This design comes from an exercise in tuning for small area on the open sky130 flow, not from production work.
The RTL was checked by simulation tests, not by an equivalence proof against the original design.
Power and IR drop assume default switching activity.

**constraint.sdc**
```tcl
create_clock -name core_clock -period 9.0 [get_ports {clk}]
set_input_delay 1.8000 -clock core_clock [delete_from_list [all_inputs] [get_ports {clk}]]
set_output_delay 1.8000 -clock core_clock [all_outputs]
set_load 0.01 [all_outputs]
```
**run.sh**
```bash
#!/bin/bash
# synth_recipe.tcl (not shown) runs the flow's synth.tcl, then flattens the netlist and writes it again
# the make line also repeats each setting of config.mk as NAME=value (left out here)
make -C /OpenROAD-flow-scripts/flow DESIGN_CONFIG=/design/flow/config.mk WORK_HOME=/design/flow/orfs CLKGATE_MAP_FILE= SYNTH_SCRIPT=/design/flow/synth_recipe.tcl finish
```
**design.v**
```verilog
`timescale 1ns/100ps
package armPkg;
  localparam int dataWidth    = 32;
  localparam int regAddrWidth = 4;
  localparam int numRegs      = 16;   
  localparam int flagWidth    = 4;
  typedef logic [dataWidth-1:0]    dataT;      
  typedef logic [regAddrWidth-1:0] regAddrT;
  typedef logic [flagWidth-1:0]    flagsT;     
  typedef enum logic [1:0] {
    aluAdd = 2'b00,
    aluSub = 2'b01,
    aluAnd = 2'b10,
    aluOrr = 2'b11
  } aluOpT;
  typedef enum logic {
    immByte = 1'b0,   
    immWord = 1'b1    
  } immSrcT;
  typedef enum logic [1:0] {
    fwdReg    = 2'b00,   
    fwdResult = 2'b01,   
    fwdAluOut = 2'b10    
  } fwdSelT;
endpackage
`timescale 1ns/100ps
module regFile (
  input  logic    clk,
  input  armPkg::regAddrT ra1,
  input  armPkg::regAddrT ra2,
  input  logic    we,
  input  armPkg::regAddrT wa,
  input  armPkg::dataT    wd,
  output armPkg::dataT    rd1,
  output armPkg::dataT    rd2
);
  armPkg::dataT regs [armPkg::numRegs];   
  always_ff @(posedge clk) begin
    if (we) begin
      regs[wa] <= wd;
    end
  end
  assign rd1 = (we && (ra1 == wa)) ? wd : regs[ra1];
  assign rd2 = (we && (ra2 == wa)) ? wd : regs[ra2];
endmodule
`timescale 1ns/100ps
module decodeStage (
  input  logic    clk,
  input  logic    rstN,
  input  armPkg::dataT    instrF,
  input  logic    stallD,
  input  logic    flushD,
  input  logic    regSrcD,
  input  armPkg::immSrcT  immSrcD,
  output armPkg::dataT    instrD,
  output armPkg::regAddrT ra1D,
  output armPkg::regAddrT ra2D,
  output armPkg::regAddrT waD,
  output armPkg::dataT    extImmD
);
  always_ff @(posedge clk or negedge rstN) begin
    if (!rstN) begin
      instrD <= '0;
    end else if (flushD) begin
      instrD <= '0;                 
    end else if (!stallD) begin
      instrD <= instrF;
    end
  end
  assign ra1D = instrD[19:16];                               
  assign ra2D = regSrcD ? instrD[15:12] : instrD[3:0];       
  assign waD  = instrD[15:12];                               
  always_comb begin
    case (immSrcD)
      armPkg::immByte: extImmD = {{(armPkg::dataWidth-8){1'b0}}, instrD[7:0]};
      armPkg::immWord: extImmD = {{(armPkg::dataWidth-12){1'b0}}, instrD[11:0]};
      default: extImmD = '0;
    endcase
  end
endmodule
`timescale 1ns/100ps
module executePath (
  input  logic    clk,
  input  logic    rstN,
  input  armPkg::regAddrT ra1D,
  input  armPkg::regAddrT ra2D,
  input  armPkg::dataT    extImmD,
  input  logic    aluSrcE,
  input  armPkg::aluOpT   aluControlE,
  input  armPkg::fwdSelT  forwardAE,
  input  armPkg::fwdSelT  forwardBE,
  input  logic    regWriteEn,
  input  armPkg::regAddrT writeAddr,
  input  armPkg::dataT    resultW,
  output armPkg::dataT    aluOutM,
  output armPkg::dataT    writeDataM,
  output armPkg::dataT    aluOutW,
  output armPkg::flagsT   aluFlagsE
);
  armPkg::dataT rd1D, rd2D;
  armPkg::dataT rd1E, rd2E, extImmE;
  armPkg::dataT srcAE, srcBE, writeDataE;
  armPkg::dataT aluResult;
  logic [armPkg::dataWidth:0] sumE;   
  logic carryE, ovfE;
  function automatic [armPkg::dataWidth-1:0] bypass(input [1:0] sel, input [armPkg::dataWidth-1:0] regVal,
                                                     input [armPkg::dataWidth-1:0] resW, input [armPkg::dataWidth-1:0] outM);
    case (sel)
      armPkg::fwdResult: bypass = resW;
      armPkg::fwdAluOut: bypass = outM;   
      default:   bypass = regVal;
    endcase
  endfunction
  regFile regs0 (
    .clk(clk), .ra1(ra1D), .ra2(ra2D),
    .we(regWriteEn), .wa(writeAddr), .wd(resultW),
    .rd1(rd1D), .rd2(rd2D)
  );
  always_ff @(posedge clk or negedge rstN) begin
    if (!rstN) begin
      rd1E    <= '0;
      rd2E    <= '0;
      extImmE <= '0;
    end else begin
      rd1E    <= rd1D;
      rd2E    <= rd2D;
      extImmE <= extImmD;
    end
  end
  assign srcAE      = bypass(forwardAE, rd1E, resultW, aluOutM);
  assign writeDataE = bypass(forwardBE, rd2E, resultW, aluOutM);   
  assign srcBE      = aluSrcE ? extImmE : writeDataE;
  always_comb begin
    sumE      = '0;
    aluResult = '0;
    carryE    = 1'b0;
    ovfE      = 1'b0;
    case (aluControlE)
      armPkg::aluAdd: begin
        sumE      = {1'b0, srcAE} + {1'b0, srcBE};
        aluResult = sumE[armPkg::dataWidth-1:0];
        carryE    = sumE[armPkg::dataWidth];
        ovfE      = (srcAE[armPkg::dataWidth-1] == srcBE[armPkg::dataWidth-1]) &&
                    (aluResult[armPkg::dataWidth-1] != srcAE[armPkg::dataWidth-1]);
      end
      armPkg::aluSub: begin
        sumE      = {1'b0, srcAE} + {1'b0, ~srcBE} + 1'b1;
        aluResult = sumE[armPkg::dataWidth-1:0];
        carryE    = sumE[armPkg::dataWidth];
        ovfE      = (srcAE[armPkg::dataWidth-1] != srcBE[armPkg::dataWidth-1]) &&
                    (aluResult[armPkg::dataWidth-1] != srcAE[armPkg::dataWidth-1]);
      end
      armPkg::aluAnd:  aluResult = srcAE & srcBE;
      default: aluResult = srcAE | srcBE;   
    endcase
  end
  assign aluFlagsE = {aluResult[armPkg::dataWidth-1], aluResult == '0, carryE, ovfE};   
  always_ff @(posedge clk or negedge rstN) begin
    if (!rstN) begin
      aluOutM    <= '0;
      writeDataM <= '0;
      aluOutW    <= '0;
    end else begin
      aluOutM    <= aluResult;
      writeDataM <= writeDataE;
      aluOutW    <= aluOutM;
    end
  end
endmodule
`timescale 1ns/100ps
module hazardCompare (
  input  logic    clk,
  input  logic    rstN,
  input  armPkg::regAddrT ra1D,
  input  armPkg::regAddrT ra2D,
  input  armPkg::regAddrT waD,
  output armPkg::regAddrT waW,
  output logic    match1EM,
  output logic    match1EW,
  output logic    match2EM,
  output logic    match2EW,
  output logic    match12DE
);
  armPkg::regAddrT ra1E, ra2E;
  armPkg::regAddrT waE, waM;
  always_ff @(posedge clk or negedge rstN) begin
    if (!rstN) begin
      ra1E <= '0;
      ra2E <= '0;
      waE  <= '0;
      waM  <= '0;
      waW  <= '0;
    end else begin
      ra1E <= ra1D;
      ra2E <= ra2D;
      waE  <= waD;
      waM  <= waE;
      waW  <= waM;
    end
  end
  assign match1EM = (waM == ra1E);
  assign match1EW = (waW == ra1E);
  assign match2EM = (waM == ra2E);
  assign match2EW = (waW == ra2E);
  assign match12DE = (ra1D == waE) || (ra2D == waE);
endmodule
`timescale 1ns/100ps
module writebackStage (
  input  logic    clk,
  input  logic    rstN,
  input  armPkg::dataT    readDataM,
  input  armPkg::dataT    aluOutW,
  input  armPkg::regAddrT waW,
  input  logic    memToRegW,
  input  logic    regWriteW,
  output armPkg::dataT    resultW,
  output logic    regWriteEn,
  output armPkg::regAddrT writeAddr
);
  armPkg::dataT readDataW;
  always_ff @(posedge clk or negedge rstN) begin
    if (!rstN) begin
      readDataW <= '0;
    end else begin
      readDataW <= readDataM;
    end
  end
  assign resultW = memToRegW ? readDataW : aluOutW;   
  assign regWriteEn = regWriteW;
  assign writeAddr  = waW;
endmodule
`timescale 1ns/100ps
module armDatapath (
  input  logic    clk,
  input  logic    rstN,
  input  armPkg::dataT    instrF,
  input  logic    regSrcD,       
  input  armPkg::immSrcT  immSrcD,
  input  logic    aluSrcE,
  input  armPkg::aluOpT   aluControlE,
  input  armPkg::fwdSelT  forwardAE,
  input  armPkg::fwdSelT  forwardBE,
  input  logic    memToRegW,
  input  logic    regWriteW,
  input  logic    stallD,
  input  logic    flushD,
  input  armPkg::dataT    readDataM,
  output armPkg::dataT    instrD,
  output armPkg::dataT    aluOutM,
  output armPkg::dataT    writeDataM,
  output armPkg::flagsT   aluFlagsE,
  output logic    match1EM,
  output logic    match1EW,
  output logic    match2EM,
  output logic    match2EW,
  output logic    match12DE
);
  armPkg::regAddrT ra1D, ra2D, waD;
  armPkg::dataT    extImmD;
  armPkg::dataT    aluOutW;
  armPkg::regAddrT waW;
  armPkg::dataT    resultW;
  logic    regWriteEn;
  armPkg::regAddrT writeAddr;
  decodeStage decode0 (
    .clk(clk), .rstN(rstN),
    .instrF(instrF), .stallD(stallD), .flushD(flushD),
    .regSrcD(regSrcD), .immSrcD(immSrcD),
    .instrD(instrD), .ra1D(ra1D), .ra2D(ra2D), .waD(waD), .extImmD(extImmD)
  );
  executePath execute0 (
    .clk(clk), .rstN(rstN),
    .ra1D(ra1D), .ra2D(ra2D), .extImmD(extImmD),
    .aluSrcE(aluSrcE), .aluControlE(aluControlE),
    .forwardAE(forwardAE), .forwardBE(forwardBE),
    .regWriteEn(regWriteEn), .writeAddr(writeAddr), .resultW(resultW),
    .aluOutM(aluOutM), .writeDataM(writeDataM), .aluOutW(aluOutW), .aluFlagsE(aluFlagsE)
  );
  hazardCompare hazard0 (
    .clk(clk), .rstN(rstN),
    .ra1D(ra1D), .ra2D(ra2D), .waD(waD), .waW(waW),
    .match1EM(match1EM), .match1EW(match1EW),
    .match2EM(match2EM), .match2EW(match2EW), .match12DE(match12DE)
  );
  writebackStage writeback0 (
    .clk(clk), .rstN(rstN),
    .readDataM(readDataM), .aluOutW(aluOutW), .waW(waW),
    .memToRegW(memToRegW), .regWriteW(regWriteW),
    .resultW(resultW), .regWriteEn(regWriteEn), .writeAddr(writeAddr)
  );
endmodule
```
**config.mk**
```make
export PLATFORM = sky130hd
export DESIGN_NAME = armDatapath
export DESIGN_NICKNAME = armDatapath
export VERILOG_FILES = /design/flow/design.v
export SDC_FILE = /design/flow/constraint.sdc
export NUM_CORES = 4
export LEC_CHECK = 0
export CAP_MARGIN = 20
export CORE_MARGIN = 2
export CORE_UTILIZATION = 40
export SLEW_MARGIN = 20
```
==> impl_metrics.toml <==
[run_status]
status = "timing/DRC/antenna clean"

[logic_synthesis]
syn-num-nets = 3509
synth.top_cell.area_share_pct = 39.29
synthFlopType = "edfxtp_1"
synth_seq_cells = 768
synth_area_um2 = 39130
async_reset_ff_share_pct = 33.33
yosysTopAreaCell = "edfxtp_1"
synthTopCellsByArea = "edfxtp_1, dfrtp_1, mux4_2"
yosysWarnings = 5
synth.distinct_cells = 83
synth_edf_count = 512
synthCells = 3322
seq_area_frac_synth_pct = 55.67
avgSynthCellArea_um2 = 11.78

[worst_setup_path]
path_cells = "clkdlybuf4s50_1 -> ha_4 -> buf_4 -> o21ai_1 -> ha_1 -> or4_4 -> or3_1 -> a211oi_2 -> nor3_2 -> buf_4 -> a2111oi_2 -> buf_4 -> nor2_1 -> xnor2_1 -> a2111o_1 -> or4_4 -> nor4_4 -> nor4b_4 -> buf_2"
worstPathRequired_ns = 7.20
cp.buffers_inverters = 5
cpMostUsedCell = "buf_4"
arrival_ns = 6.99
cp_top_family = "simple AND/OR/NAND/NOR gates"
worstPathMaxFanout = 6
critical_path_class = "in -> out"
crit_slowest_cell = "clkdlybuf4s50_1"
slowest_delay_ns = 0.54
critPathCaptureType = "primary output"
start_kind = "primary input"

[drt]
vias = 29640
viasPerCell = 5.819
antenna_left = 0
drtPass1Iterations = 5
totalWireLength_um = 129400
drc_errors = 0
first_iter_violations = 3384
wl_per_cell_um = 25.40

[timing]
hold_viol_final = 0
setup_slack_ns = 0.2115
period_share_pct = 97.65
fin_skew_ns = 0.03163
fin_crit_ns = 8.788
setup_viol = 0
slew_headroom_pct = 31.84
worstMarginPinSlew_ns = 1.022
drv_slew = 0
max_freq_mhz = 113.8

[power]
power_switching_mw = 3.479
ir_worst_vdd_mv = 0.1541
swShare_pct = 31.47
internal-power_mw = 7.575
powerDensity_nw_per_um2 = 232.0
power_frac_seq_pct = 40.3
pwr-share-comb_pct = 30.6
pwr-share-clk_pct = 29.1
leakage_nw = 18.61

[die]
fp.dieW_um = 316.8
ios = 184
start_util_pct = 40.40
die-height_um = 316.8
core_area_um2 = 96850
dieArea_um2 = 100300
fp-row-count = 114

[global_routing]
grt.overflow.total = 0
grt_pass1_vias = 29220
antenna_found_initial = 5
grt_pass1_wl_um = 190400
grt_usage_pct = 25.64
grt_start_max_net_pins = 160

[clocking]
cts_buffers = 79
clkTransAtPathRegs_ns = 0.06
clockBufferDepth = 3
worstSkewPairLatency_ns = 0.65
postCtsHoldBufs = 0
cts_max_level = 3
cts.sinks = 768
root_buffer = "clkbuf_16"
cts_tree = "done"

[place]
io_buffers = 183
dp_hpwl_um = 80210
globalplace.congestion = 0.9694
placed_area_um2 = 44930
place_ws_ns = -0.8589

[flow_run]
maxCapViolCount = 0

[final_layout]
final_nets = 3939
mostFrequentLayoutCells = "nand2_1, edfxtp_1, buf_4, nand3_1, dfrtp_1"
fin_area_um2 = 47640
fillers = 8594
drive_above_1_share_pct = 23.35
layout_commonest_cell = "nand2_1"
syn_to_final_growth_pct = 21.75

[hold_path]
min_path_type = "reg -> reg"
cell type report:
class                           count  area (um^2)  area share (%)
Tap cell                         1276         1597           3.351
Clock buffer                      111         2230           4.680
Inverter                          138        528.0           1.108
Clock inverter                     34        275.3          0.5778
Sequential cell                   768        21790           45.75
Multi-Input combinational cell   2165        16180           33.96
Timing Repair Buffer              600         5035           10.57
Antenna cell                        1        2.502        0.005253
stage by stage:
step	instances	setup TNS [ns]	power (mW)	hold WS (ns)	utilization, %
after floorplan	3322	0	6.061	0.3747	-
after global placement	4944	-1.035	7.809	0.3925	46.37
after detailed placement	4945	-1.135	7.812	0.3899	46.39
after CTS	5090	0	11.04	0.4037	49.02
after global routing	5093	-0.003623	11.52	0.4275	49.19
final	5093	0	11.05	0.4022	49.19
registers in the layout, summed over array words and instances (netlist names), 12 cells and up:
signal and flops:
decode0.instrD 32, execute0.aluOutM 32, execute0.aluOutW 32, execute0.extImmE 12, execute0.rd1E 32, execute0.rd2E 32, execute0.regs0.regs 512, execute0.writeDataM 32
writeback0.readDataW 32
Yosys cell counts, types with 25 or more instances:
library cell	n
nand3_1	268
a22oi_1	65
o21ai_0	72
a31oi_1	42
nor2_1	143
nand2_1	619
inv_1	134
a21oi_1	97
mux4_2	163
mux2i_1	47
buf_1	39
ha_1	106
mux2_2	101
a311oi_1	68
edfxtp_1	512
dfrtp_1	256
xnor2_1	36
and3_1	36
xor2_1	25
clkbuf_1	198
worst paths after layout:
| path | slack, ns | start | to | cells past startpoint |
|---|---|---|---|---|
| max | 0.21 | forwardAE[1] | aluFlagsE[2] | 19 |
| min | 0.40 | decode0.instrD[4] | execute0.extImmE[4] | 0 |
| max reg2reg | 4.12 | writeback0.readDataW[0] | execute0.aluOutM[26] | 22 |
| min reg2reg | 0.40 | decode0.instrD[4] | execute0.extImmE[4] | 0 |
| max in group asynchronous | 6.32 | rstN | writeback0.readDataW[31] | 2 |
| min in group asynchronous | 1.12 | rstN | hazard0.ra2E[1] | 1 |
metal layers:
metal	routed length [um]	vias to the layer above	global-route usage, %	share of wire [%]
met3	10940	292	4.754	8.5
met5	0	-	0	0
met4	6127	0	10.68	4.7
met2	58410	1424	39.55	45
met1	53890	14850	35.73	42
li1	-	13070	-	-
power by group through the flow:
stage | sequential, mW | combinational, mW | clock, mW
final | 4.45 | 3.38 | 3.22
after global routing | 4.48 | 3.63 | 3.41
after CTS | 4.46 | 3.32 | 3.27
after detailed placement | 4.52 | 3.29 | 0
after global placement | 4.52 | 3.29 | 0
after floorplan | 4.45 | 1.61 | 0
worst register-to-register path, delay by kind of cell (launching register included):
family	cells	cell delay (ns)
flops	1	0.44
simple gates	1	0.06
mux	1	0.31
compound gates	11	2.65
xor+xnor	1	0.12
buf+inv	6	0.83
fa+ha+maj	2	0.42
logic make-up after synthesis:
logic type	after synthesis	share of synthesized area (%)
compound gates	498	8.839
buf+inv	389	3.863
xor+xnor	61	1.365
flops	768	55.67
fa+ha+maj	108	3.492
mux	313	13.55
simple gates	1185	13.23
what timing repair did:
item                                    in CTS  in global routing
gates resized for setup                     18                 38
endpoints found under the setup margin       2                  4
gates cloned                                 0                  0
pin swaps                                    2                  5
setup buffers                                0                  1

==> static timing again, ports no longer ideal <==
The results above use ideal ports. As a check the final layout listed here was re-extracted and re-timed, cells and wires unchanged.
Step 1 (the two cells are an assumption about what drives the block):
set clk [get_ports {clk}]
set_driving_cell -lib_cell sky130_fd_sc_hd__clkbuf_16 $clk
set_driving_cell -lib_cell sky130_fd_sc_hd__buf_2 [delete_from_list [all_inputs] $clk]
Step 2 adds t to the input delays and takes it off the output delays; t is the mean of the earliest and latest rising clock arrival at the registers after step 1. Input paths then give back, and output paths get back, about the clock's delay inside the block.
Three values: no drivers, after step 1, after step 2; two values: the first two.
t (ns): 0.696
slack for setup (ns): 0.212 / 0.099 / 0.099
hold slack, ns: 0.402 / 0.402 / 0.402
slew at the worst register clock pin (ns): 0.07 / 0.07
After both steps setup and hold are still met in this run. For this run, drivers alone change the setup slack by -0.113 ns; drivers and shift together by -0.113 ns.
